This design comes from an exercise in tuning for small area on the open sky130 flow, not from production work. Only simulation tests tie the RTL to the original design; equivalence was not proved. Power and IR drop assume default switching activity.

$ cat flow/run.sh
#!/bin/bash
# synth_recipe.tcl (not shown) runs the flow's synth.tcl, then flattens the netlist and writes it again
# the make line also repeats each setting of config.mk as NAME=value (left out here)
make -C /OpenROAD-flow-scripts/flow DESIGN_CONFIG=/design/flow/config.mk WORK_HOME=/design/flow/orfs CLKGATE_MAP_FILE= SYNTH_SCRIPT=/design/flow/synth_recipe.tcl finish
$ cat flow/config.mk
export PLATFORM = sky130hd
export DESIGN_NAME = udp_echo_top
export DESIGN_NICKNAME = udp_echo_top
export VERILOG_FILES = /design/flow/design.v
export SDC_FILE = /design/flow/constraint.sdc
export NUM_CORES = 4
export LEC_CHECK = 0
export CAP_MARGIN = 20
export CORE_MARGIN = 2
export CORE_UTILIZATION = 40
export SLEW_MARGIN = 20
$ cat flow/constraint.sdc
create_clock -name core_clock -period 5.0 [get_ports {clk}]
set_input_delay 1.0000 -clock core_clock [delete_from_list [all_inputs] [get_ports {clk}]]
set_output_delay 1.0000 -clock core_clock [all_outputs]
set_load 0.01 [all_outputs]
$ cat flow/design.v
`timescale 1ns/10ps
module udp_echo_top (
    input  logic        clk,
    input  logic        reset,
    input  logic        miso,
    output logic        sck,
    output logic        mosi,
    output logic        ssel_n,
    input  logic [63:0] tx_data,
    output logic [63:0] rx_data,
    output logic        pkg_timeout
);
    localparam logic [31:0] msg_id = 32'h7469_7277;
    localparam logic [47:0] default_peer = {8'd192, 8'd168, 8'd10, 8'd2, 16'd2390};
    localparam logic [1:0] k_cmd = 2'd0, k_push = 2'd1, k_pull = 2'd2;
    localparam logic [3:0] s_init = 4'd0, s_status = 4'd1, s_idle = 4'd2, s_rsr = 4'd3,
        s_pull = 4'd4, s_rd_lo = 4'd5, s_rd_hi = 4'd6, s_recv = 4'd7, s_dest = 4'd8,
        s_push = 4'd9, s_wr_lo = 4'd10, s_wr_hi = 4'd11, s_send = 4'd12;
    logic [7:0] bit_cnt;
    logic [1:0] kind;
    logic sample_bit;
    logic done;
    logic start;
    logic match;
    logic [63:0] chain;
    logic hdr_bit;
    logic active;
    logic last;
    logic shift_en;
    assign active = !ssel_n;
    assign last = (kind == k_cmd) ? (bit_cnt == 8'd32) :
                  (kind == k_push) ? (bit_cnt == 8'd88) : (bit_cnt == 8'd152);
    assign mosi = active && !last &&
                  ((kind == k_push && bit_cnt < 8'd24) ? hdr_bit :
                   !(kind == k_pull && bit_cnt >= 8'd24) && chain[63]);
    assign shift_en = active && !last && sck &&
                      (kind == k_cmd || (kind == k_push && bit_cnt >= 8'd24) ||
                       (kind == k_pull && (bit_cnt < 8'd88 || bit_cnt >= 8'd120)));
    logic [3:0] state;
    logic waiting;
    logic [4:0] step;
    logic [3:0] poll_cnt;
    logic [2:0] dest_idx;
    logic good_len;
    logic commit;
    logic rx_accepted;
    logic tx_request;
    logic [15:0] rd_ptr;
    logic [15:3] wr_ptr;
    logic [47:0] peer;
    logic peer_def;
    logic [31:0] rx_low;
    logic rx_valid;
    logic [7:0] read_byte;
    logic size_ok;
    logic issue;
    logic [31:0] cmdv;
    logic [7:0] peer_byte;
    logic [47:0] peer_cur;
    assign read_byte = chain[7:0];
    assign size_ok = (read_byte == 8'd16);
    assign issue = !reset && !waiting && state != s_idle;
    assign peer_cur = peer_def ? default_peer : peer;
    always_comb begin
        case (dest_idx)
            3'd0: peer_byte = peer_cur[47:40];
            3'd1: peer_byte = peer_cur[39:32];
            3'd2: peer_byte = peer_cur[31:24];
            3'd3: peer_byte = peer_cur[23:16];
            3'd4: peer_byte = peer_cur[15:8];
            default: peer_byte = peer_cur[7:0];
        endcase
    end
    always_comb begin
        case (bit_cnt[4:0])
            5'd0: hdr_bit = wr_ptr[15];
            5'd1: hdr_bit = wr_ptr[14];
            5'd2: hdr_bit = wr_ptr[13];
            5'd3: hdr_bit = wr_ptr[12];
            5'd4: hdr_bit = wr_ptr[11];
            5'd5: hdr_bit = wr_ptr[10];
            5'd6: hdr_bit = wr_ptr[9];
            5'd7: hdr_bit = wr_ptr[8];
            5'd8: hdr_bit = wr_ptr[7];
            5'd9: hdr_bit = wr_ptr[6];
            5'd10: hdr_bit = wr_ptr[5];
            5'd11: hdr_bit = wr_ptr[4];
            5'd12: hdr_bit = wr_ptr[3];
            5'd19, 5'd21: hdr_bit = 1'b1;
            default: hdr_bit = 1'b0;
        endcase
    end
    always_comb begin
        case (state)
            s_init: begin
                case (step)
                    5'd0: cmdv = 32'h002E_04D8;
                    5'd1: cmdv = 32'h0009_04AA;
                    5'd2: cmdv = 32'h000A_04AF;
                    5'd3: cmdv = 32'h000B_04FA;
                    5'd4: cmdv = 32'h000C_04CC;
                    5'd5: cmdv = 32'h000D_04E3;
                    5'd6: cmdv = 32'h000E_041C;
                    5'd7: cmdv = 32'h000F_04C0;
                    5'd8: cmdv = 32'h0010_04A8;
                    5'd9: cmdv = 32'h0011_040A;
                    5'd10: cmdv = 32'h0012_04C1;
                    5'd11: cmdv = 32'h0001_04C0;
                    5'd12: cmdv = 32'h0002_04A8;
                    5'd13: cmdv = 32'h0003_040A;
                    5'd14: cmdv = 32'h0004_0401;
                    5'd15: cmdv = 32'h0005_04FF;
                    5'd16: cmdv = 32'h0006_04FF;
                    5'd17: cmdv = 32'h0007_04FF;
                    5'd18: cmdv = 32'h0008_0400;
                    5'd19: cmdv = 32'h0000_0C02;
                    5'd20: cmdv = 32'h001E_0C10;
                    5'd21: cmdv = 32'h001F_0C10;
                    5'd22: cmdv = 32'h0004_0C09;
                    5'd23: cmdv = 32'h0005_0C56;
                    5'd24: cmdv = 32'h0001_0C01;
                    5'd25: cmdv = 32'h000C_0CC0;
                    5'd26: cmdv = 32'h000D_0CA8;
                    5'd27: cmdv = 32'h000E_0C0A;
                    5'd28: cmdv = 32'h000F_0C02;
                    5'd29: cmdv = 32'h0010_0C09;
                    5'd30: cmdv = 32'h0011_0C56;
                    default: cmdv = 32'h0003_0800;
                endcase
            end
            s_status: cmdv = 32'h0003_0800;
            s_rsr: cmdv = 32'h0027_0800;
            s_pull: cmdv = {rd_ptr, 8'h18, 8'h00};
            s_rd_lo: cmdv = {16'h0029, 8'h0C, rd_ptr[7:0]};
            s_rd_hi: cmdv = {16'h0028, 8'h0C, rd_ptr[15:8]};
            s_recv: cmdv = 32'h0001_0C40;
            s_dest: cmdv = {16'h000C + {13'd0, dest_idx}, 8'h0C, peer_byte};
            s_push: cmdv = tx_data[63:32];
            s_wr_lo: cmdv = {16'h0025, 8'h0C, wr_ptr[7:3], 3'd0};
            s_wr_hi: cmdv = {16'h0024, 8'h0C, wr_ptr[15:8]};
            default: cmdv = 32'h0001_0C20;
        endcase
    end
    always_ff @(posedge clk) begin
        done <= 1'b0;
        if (reset) begin
            ssel_n <= 1'b1;
            sck <= 1'b0;
            bit_cnt <= '0;
        end else if (start && !active) begin
            ssel_n <= 1'b0;
            sck <= 1'b0;
            bit_cnt <= '0;
        end else if (active) begin
            if (last) begin
                ssel_n <= 1'b1;
                done <= 1'b1;
            end else if (!sck) begin
                sck <= 1'b1;
                sample_bit <= miso;
            end else begin
                sck <= 1'b0;
                bit_cnt <= bit_cnt + 8'd1;
            end
        end
    end
    always_ff @(posedge clk) begin
        if (issue) begin
            chain <= {cmdv, tx_data[31:0]};
        end else if (shift_en) begin
            chain <= {chain[62:0], sample_bit};
        end
    end
    always_ff @(posedge clk) begin
        if (issue) begin
            match <= 1'b1;
        end else if (active && !last && sck && kind == k_pull && bit_cnt >= 8'd88 && bit_cnt < 8'd120) begin
            match <= match && (sample_bit == msg_id[5'd23 - bit_cnt[4:0]]);
        end
    end
    always_ff @(posedge clk) begin
        start <= 1'b0;
        commit <= 1'b0;
        rx_accepted <= 1'b0;
        if (reset) begin
            state <= s_init;
            waiting <= 1'b0;
            step <= '0;
            poll_cnt <= '0;
            dest_idx <= '0;
            good_len <= 1'b0;
            rd_ptr <= '0;
            wr_ptr <= '0;
            tx_request <= 1'b0;
        end else begin
            if (rx_accepted) tx_request <= 1'b1;
            if (waiting) begin
                if (done) begin
                    waiting <= 1'b0;
                    case (state)
                        s_init: begin
                            step <= step + 5'd1;
                            if (step == 5'd31) begin
                                state <= (read_byte == 8'h22) ? s_idle : s_status;
                            end
                        end
                        s_status: begin
                            if (read_byte == 8'h22) state <= s_idle;
                        end
                        s_rsr: begin
                            good_len <= size_ok;
                            if (read_byte == 8'd0) begin
                                state <= s_idle;
                            end else if (size_ok) begin
                                state <= s_pull;
                            end else begin
                                rd_ptr <= rd_ptr + {8'd0, read_byte};
                                state <= s_rd_lo;
                            end
                        end
                        s_pull: begin
                            commit <= 1'b1;
                            state <= s_rd_lo;
                        end
                        s_rd_lo: state <= s_rd_hi;
                        s_rd_hi: state <= s_recv;
                        s_recv: begin
                            dest_idx <= '0;
                            state <= good_len ? s_dest : s_idle;
                        end
                        s_dest: begin
                            if (dest_idx == 3'd5) begin
                                rx_accepted <= 1'b1;
                                state <= s_idle;
                            end else begin
                                dest_idx <= dest_idx + 3'd1;
                            end
                        end
                        s_push: begin
                            wr_ptr <= wr_ptr + 13'd1;
                            state <= s_wr_lo;
                        end
                        s_wr_lo: state <= s_wr_hi;
                        s_wr_hi: state <= s_send;
                        default: begin
                            tx_request <= 1'b0;
                            state <= s_idle;
                        end
                    endcase
                end
            end else if (state == s_idle) begin
                if (tx_request) begin
                    state <= s_push;
                end else if (poll_cnt == 4'd10) begin
                    poll_cnt <= '0;
                    state <= s_rsr;
                end else begin
                    poll_cnt <= poll_cnt + 4'd1;
                end
            end else begin
                start <= 1'b1;
                waiting <= 1'b1;
                kind <= (state == s_pull) ? k_pull : (state == s_push) ? k_push : k_cmd;
                if (state == s_pull) rd_ptr <= rd_ptr + {8'd0, read_byte};
            end
        end
    end
    always_ff @(posedge clk) begin
        if (reset) begin
            rx_valid <= 1'b0;
            rx_low <= '0;
        end else if (commit && match) begin
            rx_valid <= 1'b1;
            rx_low <= chain[31:0];
        end
    end
    logic peer_load;
    assign peer_load = active && kind == k_pull && bit_cnt == 8'd120 && !sck && match;
    always_ff @(posedge clk) begin
        if (reset) begin
            peer_def <= 1'b1;
        end else if (peer_load) begin
            peer_def <= 1'b0;
        end
        if (peer_load) peer <= chain[63:16];
    end
    assign rx_data = {rx_valid ? msg_id : 32'd0, rx_low};
    localparam logic [22:0] lfsr_at_timeout = 23'h30F84F;
    logic [22:0] lfsr;
    always_ff @(posedge clk) begin
        if (reset || rx_accepted) begin
            lfsr <= '0;
            pkg_timeout <= 1'b0;
        end else begin
            lfsr <= {lfsr[21:0], ~(lfsr[22] ^ lfsr[17])};
            if (lfsr == lfsr_at_timeout) pkg_timeout <= 1'b1;
        end
    end
endmodule
==> results_dict.tcl, run 1 <==
set metrics [dict create \
    run_status "complete, no violations" \
    crit_path_cell_trace "a2111oi_0 -> nand4b_1 -> nor2_1 -> o221ai_1 -> and3_1 -> clkdlybuf4s50_1" \
    critical_path.slowest_cell "a2111oi_0" \
    viasPerCell 5.58 \
    p_seq_frac 0.505 \
    wire_per_inst_um 18.9 \
    detail_route.iter0.violations 1038 \
    fin_tns_setup_ps 0 \
    swShare 0.216 \
    seq_area_frac_synth 0.504 \
    fp.dieH_um 179 \
    dpl.hpwl_mm 23.6 \
    cts_sinks 252 \
    die_x_um 179 \
    cap_violations 0 \
    start_util 0.404 \
    grt_pass1_wl_mm 52.0 \
    dieArea_mm2 0.0322 \
    cts-root-buf "clkbuf_16" \
    cts_tree "done" \
    layout_common_cells "220 x nand2_1, 137 x dfxtp_1, 119 x clkdlybuf4s50_1" \
    clk_latency_ps 540 \
    layout_commonest_cell "nand2_1" \
    synth_top_area_share 0.281 \
    syn_area_per_cell_um2 9.47 \
    clkTransAtPathRegs_ps 60 \
    grt_max_degree 64 \
    clockBufferDepth 3 \
    num-fill-cells 2888 \
    switching_power_w 0.000952 \
    cts_setup_buffers 0 \
    ctsHtreeMaxLevel 1 \
    grt_usage 0.206 \
    ys_warn_count 1 \
    row_count 64 \
    powerDensity_mw_per_mm2 303 \
    power_frac_clock 0.452 \
    yosysUniqueCellTypes 84 \
    vias 9959 \
    synthTopCellsByArea "edfxtp_1 28%, dfxtp_1 22%, nand2_1 6.8%" \
    final_nets 1469 \
    synth_edf_count 115 \
    crit_type "register to output pin" \
    instances_no_fill 1784 \
    gp_congestion 0.913 \
    netlist_area_mm2 0.0123 \
    worst_pin_slew_ps 943 \
    pin_count 135 \
    postCtsHoldBufs 0 \
    pwr-share-comb 0.043 \
    grt_pass1_vias 9190 \
    synth-main-ff-cell "dfxtp_1" \
    finalCriticalPeriod_ps 3970 \
    max_clock_freq_mhz 252 \
    cts_made_buffers 27 \
    startpoint_type "register" \
    postRouteAntennaNets 0 \
    critPathArrivalTime_ps 2970 \
    synthCells 1299 \
    critPathMaxFanout 16 \
    cp_num_buf_inv 1 \
    crit_path_end_kind "output pin" \
    grt_overflow_total 0 \
    route.detailed.drc 0 \
    dp.cells 1734 \
    synth_top_area_cell "edfxtp_1" \
    worstPathRequired_ps 4000 \
    antenna_cells 0 \
    slowest_delay_ps 830 \
    peakVddDrop_v 0.000243 \
    synthArstFlopShare 0 \
    drt-pass1-iter-count 8 \
    internal-power_w 0.00346 \
    skew_ps 8.04 \
    ctsResizeCount 0 \
    coreArea_mm2 0.0304 \
    totalWireLength_mm 33.8 \
    relSlewSlack 0.369 \
    final_hold_viol_count 0 \
    slew_viol_final 0 \
    drive_gt1_frac 0.0648 \
    setup_viol 0 \
    hold_path_class "register to register" \
    layout_worst_path_cycle_share 0.794 \
    p_leak_nw 5.20 \
    syn2layout_area_growth_pct 18.2 \
    rsz0062_at_grt "no" \
    cpLargestDelayFamily "compound AO/OA/AOI/OAI gates" \
    synth_seq_cells 252 \
    grt_antenna_before_repair 0 \
    port_buffers 120 \
]
cell families after synthesis:
kind of cell,count (synthesis),share of synthesized area
and+or+nand+nor,496,0.187
AOI/OAI and AO/OA,309,0.172
DFF,252,0.504
buffers and inverters,151,0.0590
adders and majority gates,35,0.0362
xor gates and xnor gates,33,0.0235
muxes,22,0.0183
other,1,0.000305
path summary, 6_finish.rpt:
kind | start | end | slack, ps | cells after the start
max | bit_cnt[3]$_SDFFE_PP0P_ | mosi | 1030 | 6
min | rx_low[4]$_SDFFE_PP0P_ | rx_low[4]$_SDFFE_PP0P_ | 450 | 2
max reg2reg | waiting$_SDFF_PP0_ | register | 1500 | 9
min reg2reg | rx_low[4]$_SDFFE_PP0P_ | rx_low[4]$_SDFFE_PP0P_ | 450 | 2
worst reg2reg max path, cell delays in order (launching register included):
cell and delay, ps:
dfxtp_1 580, nand2_1 510, or3_1 530, and2_1 250, nor2_1 310, inv_1 190
ha_1 410, o21ai_1 160, o22ai_1 100, a221oi_1 360
per-stage QoR:
| step | cell area [um2] | hold WS, ps | setup slack (ps) | util | power [W] |
|---|---|---|---|---|---|
| 3_3_place_gp | 13600 | 433 | 1670 | 0.449 | 0.00246 |
| 6_report | 14500 | 452 | 1030 | 0.478 | 0.00441 |
| 2_1_floorplan | 12400 | 421 | 1050 | - | 0.00237 |
| 3_5_place_dp | 13700 | 436 | 1580 | 0.449 | 0.00246 |
| 4_1_cts | 14500 | 451 | 1040 | 0.478 | 0.00445 |
| 5_1_grt | 14500 | 463 | 750 | 0.478 | 0.00456 |
synth_stat cells, drive strengths merged, types with 13 or more instances:
master / number
nand2: 222
mux2i: 18
ha: 34
a22o: 19
a22oi: 17
a21oi: 89
a221oi: 13
nand4: 13
dfxtp: 137
nor3: 17
nand3: 29
buf: 46
and2: 37
a222oi: 18
inv: 36
nor2: 102
o21ai: 64
xor2: 22
edfxtp: 115
nor2b: 17
clkbuf: 67
metal layers:
metal  GRT usage  share of wire
met1       0.302           0.45
met2       0.318           0.45
met3      0.0323          0.075
met4      0.0504          0.021
met5           0              0
state kept, by name (all words and copies together), names as in the netlist, 2 cells and up, named ones only:
register	cells
dest_idx	3
state	4
chain	64
kind	2
lfsr	23
step	5
bit_cnt	8
rx_low	32
poll_cnt	4
rd_ptr	16
peer	48
wr_ptr	13
power by group through the flow:
| stage | clock (W) | combinational [W] | sequential, W |
|---|---|---|---|
| floorplan | 0 | 0.000108 | 0.00226 |
| finish | 0.00199 | 0.000191 | 0.00223 |
| detailed placement | 0 | 0.000191 | 0.00227 |
| global placement | 0 | 0.000190 | 0.00227 |
| CTS | 0.00203 | 0.000192 | 0.00223 |
| global route | 0.00212 | 0.000210 | 0.00223 |
cell type report:
| cell class | instances | area (um2) | area share |
|---|---|---|---|
| clock inverter | 12 | 111 | 0.00766 |
| inverter | 38 | 155 | 0.0107 |
| timing repair buffer | 139 | 1340 | 0.0923 |
| clock buffer | 38 | 769 | 0.0529 |
| tap | 396 | 495 | 0.0341 |
| sequential | 252 | 6200 | 0.426 |
| multi-input combinational | 909 | 5460 | 0.376 |
==> inputs of run 2 (changes only) <==
--- a/flow/config.mk
+++ b/flow/config.mk
@@ -5,6 +5,7 @@
 export SDC_FILE = /design/flow/constraint.sdc
 export NUM_CORES = 4
 export LEC_CHECK = 0
+export ABC_AREA = 1
 export CAP_MARGIN = 20
 export CORE_MARGIN = 2
 export CORE_UTILIZATION = 40
==> run 2 against run 1 <==
  * Flip-flop and latch count unchanged
  * First-iteration DRC count down 8.2%
  * Global-route usage up 0.53 points
  * Fmax up 3.3%
  * Highest routed layer unchanged
==> results_dict.tcl, run 2 <==
set metrics [dict create \
    crit_path_end_kind "output pin" \
    detail_route.iter0.violations 953 \
    port_buffers 120 \
    antenna_cells 0 \
    route.detailed.drc 0 \
    wire_per_inst_um 16.6 \
    synth_top_area_cell "edfxtp_1" \
    synthArstFlopShare 0 \
    gp_congestion 0.941 \
    powerDensity_mw_per_mm2 302 \
    grt_overflow_total 0 \
    synthCells 1625 \
    worst_pin_slew_ps 839 \
    syn_area_per_cell_um2 7.87 \
    synth.most_common_cell "nand2_1" \
    coreArea_mm2 0.0316 \
    synthTopCellsByCount "437 x nand2_1, 194 x nor2_1, 155 x inv_1, 137 x dfxtp_1" \
    dpl.hpwl_mm 26.0 \
    cts_made_buffers 27 \
    viasPerCell 5.15 \
    grt_usage 0.211 \
    yosysUniqueCellTypes 52 \
    worstPathRequired_ps 4000 \
    synth-main-ff-cell "dfxtp_1" \
    fp.dieH_um 183 \
    grt_pass1_wl_mm 56.1 \
    reg2reg_from "bit_cnt[0]$_SDFFE_PP0P_" \
    whs_path_depth 2 \
    clk_latency_ps 550 \
    regMostFlops "chain" \
    crit_type "register to output pin" \
    cts_setup_buffers 0 \
    row_count 65 \
    postCtsHoldBufs 0 \
    start_util 0.406 \
    cts_tree "done" \
    clkTransAtPathRegs_ps 60 \
    place_area_mm2 0.0141 \
    syn2layout_area_growth_pct 17.0 \
    rsz0062_at_grt "no" \
    setup_viol 0 \
    netlist_area_mm2 0.0128 \
    layout_common_cells "436 x nand2_1, 194 x nor2_1, 154 x inv_1" \
    largestRegisters "chain x64, peer x48, rx_low x32" \
    cts-root-buf "clkbuf_16" \
    vias 10980 \
    layout_commonest_cell "nand2_1" \
    skew_ps 27.5 \
    p_leak_nw 6.08 \
    final_hold_viol_count 0 \
    dieArea_mm2 0.0334 \
    ctsHtreeMaxLevel 1 \
    synthTopCellsByArea "edfxtp_1 27%, dfxtp_1 21%, nand2_1 13%" \
    max_clock_freq_mhz 260 \
    totalWireLength_mm 35.3 \
    synth_top_area_share 0.270 \
    synth_seq_cells 252 \
    peakVddDrop_v 0.000231 \
    ctsResizeCount 0 \
    drive_gt1_frac 0.0514 \
    hold_path_end "lfsr[11]$_SDFF_PP0_" \
    ys_warn_count 1 \
    cap_violations 0 \
    num-fill-cells 3153 \
    critPathMaxFanout 8 \
    grt_pass1_vias 10360 \
    finalCriticalPeriod_ps 3840 \
    cts_sinks 252 \
    grt_antenna_before_repair 1 \
    pin_count 135 \
    fin_area_mm2 0.0150 \
    die_x_um 183 \
    seq_area_frac_synth 0.484 \
    r2r_end "chain[31]$_DFFE_PP_" \
    grt_max_degree 61 \
    reg2reg_depth 12 \
    run_status "complete, no violations" \
    layout_worst_path_cycle_share 0.768 \
    hold_path_class "register to register" \
    r2r_slack_ps 1800 \
    clockBufferDepth 3 \
    min_from "lfsr[10]$_SDFF_PP0_" \
    startpoint_type "register" \
    largest_register_ffs 64 \
    fin_tns_setup_ps 0 \
    postRouteAntennaNets 0 \
    synth_edf_count 115 \
    drt-pass1-iter-count 5 \
    slew_viol_final 0 \
    critPathArrivalTime_ps 2840 \
    final_nets 1811 \
    relSlewSlack 0.439 \
]
run 2: changes by cell type after synthesis, moves of 34 or more:
cell      before  now
clkbuf_1      67   33
o21ai_0       62  115
nor2_1       100  194
and2_1        36    0
nand2_1      222  437
nand3_1       29  104
inv_1         36  155
run 2: area by class of cell:
type | count | area (um2) | share of cell area
Clock buffer | 44 | 779 | 0.0521
Clock inverter | 6 | 72.6 | 0.00485
Inverter | 166 | 623 | 0.0416
Multi-Input combinational cell | 1134 | 5520 | 0.369
Sequential cell | 252 | 6200 | 0.414
Tap cell | 402 | 503 | 0.0336
Timing Repair Buffer | 128 | 1270 | 0.0851
run 2: routing by layer:
layer | track usage | share of wire
met1 | 0.303 | 0.46
met2 | 0.337 | 0.45
met3 | 0.0292 | 0.066
met4 | 0.0506 | 0.022
met5 | 0 | 0
run 2: worst max path at each step:
stage | startpoint | end | slack (ps) | cells past startpoint
after floorplan | bit_cnt[3]$_SDFFE_PP0P_ | peer[0]$_DFFE_PP_ | 150 | 4
after global routing | bit_cnt[0]$_SDFFE_PP0P_ | mosi | 920 | 10
final | bit_cnt[0]$_SDFFE_PP0P_ | mosi | 1160 | 10
after global placement | bit_cnt[0]$_SDFFE_PP0P_ | mosi | 1830 | 10
after CTS | bit_cnt[0]$_SDFFE_PP0P_ | mosi | 1160 | 10
after detailed placement | bit_cnt[0]$_SDFFE_PP0P_ | mosi | 1740 | 10
run 2: through the flow:
stage	hold WS [ps]	power [W]	util	setup WS [ps]	std cells
after CTS	429	0.00456	0.474	1160	2132
after global routing	448	0.00469	0.474	922	2132
after floorplan	408	0.00250	-	154	1638
final	425	0.00452	0.474	1160	2132
after detailed placement	417	0.00263	0.447	1740	2082
after global placement	416	0.00263	0.447	1830	2082
run 2: power breakdown:
group          leakage [nW]  internal (W)  switching, W
clock                 0.404       0.00112      0.000811
sequential             2.17       0.00222     0.0000388
combinational          3.50      0.000124      0.000207
total                  6.08       0.00346       0.00106
run 2: critical path: stages (launching register included):
cell             delay (ps)
dfxtp_1                 470
inv_1                   140
ha_1                    250
nand2_1                 120
nor2_1                   80
nand3b_1                 90
nand3_1                 100
nor2_2                  260
nand2_1                  90
a21oi_1                 140
clkdlybuf4s50_1         560
run 2: logic make-up (layout without fill, tap and decap cells):
kind of cell | count (synthesis) | in the layout | share of synthesized area
AOI/OAI and AO/OA | 251 | 251 | 0.109
xor gates and xnor gates | 15 | 15 | 0.0103
adders and majority gates | 35 | 35 | 0.0348
buffers and inverters | 252 | 344 | 0.0888
DFF | 252 | 252 | 0.484
other | 1 | 14 | 0.000293
and+or+nand+nor | 819 | 819 | 0.272

[port drivers added, routing unchanged]
How much do the figures lean on ideal ports? The routed layouts below were timed once more, with nothing changed but the port constraints.
Step 1, drivers: a clkbuf_16 drives clk and a buf_2 each remaining input, both assumed.
Step 2, shift: input delay + t, output delay - t, t = (earliest + latest rising clock arrival at the registers) / 2. This alone moves slack from input paths to output paths.
a / b / c = ideal ports / drivers / drivers and shift; a / b = the first two.
run | t, ns | slack for setup (ns) | hold WS [ns] | worst data-port slew with drivers (ns) | cell pins on the clock port's net
run 1 | 0.589 | 1.032 / 0.983 / 1.500 | 0.452 / 0.452 / 0.452 | 0.06 | 1
run 2 | 0.591 | 1.160 / 1.109 / 1.700 | 0.425 / 0.425 / 0.425 | 0.05 | 1
After both steps setup and hold are still met in every run listed.
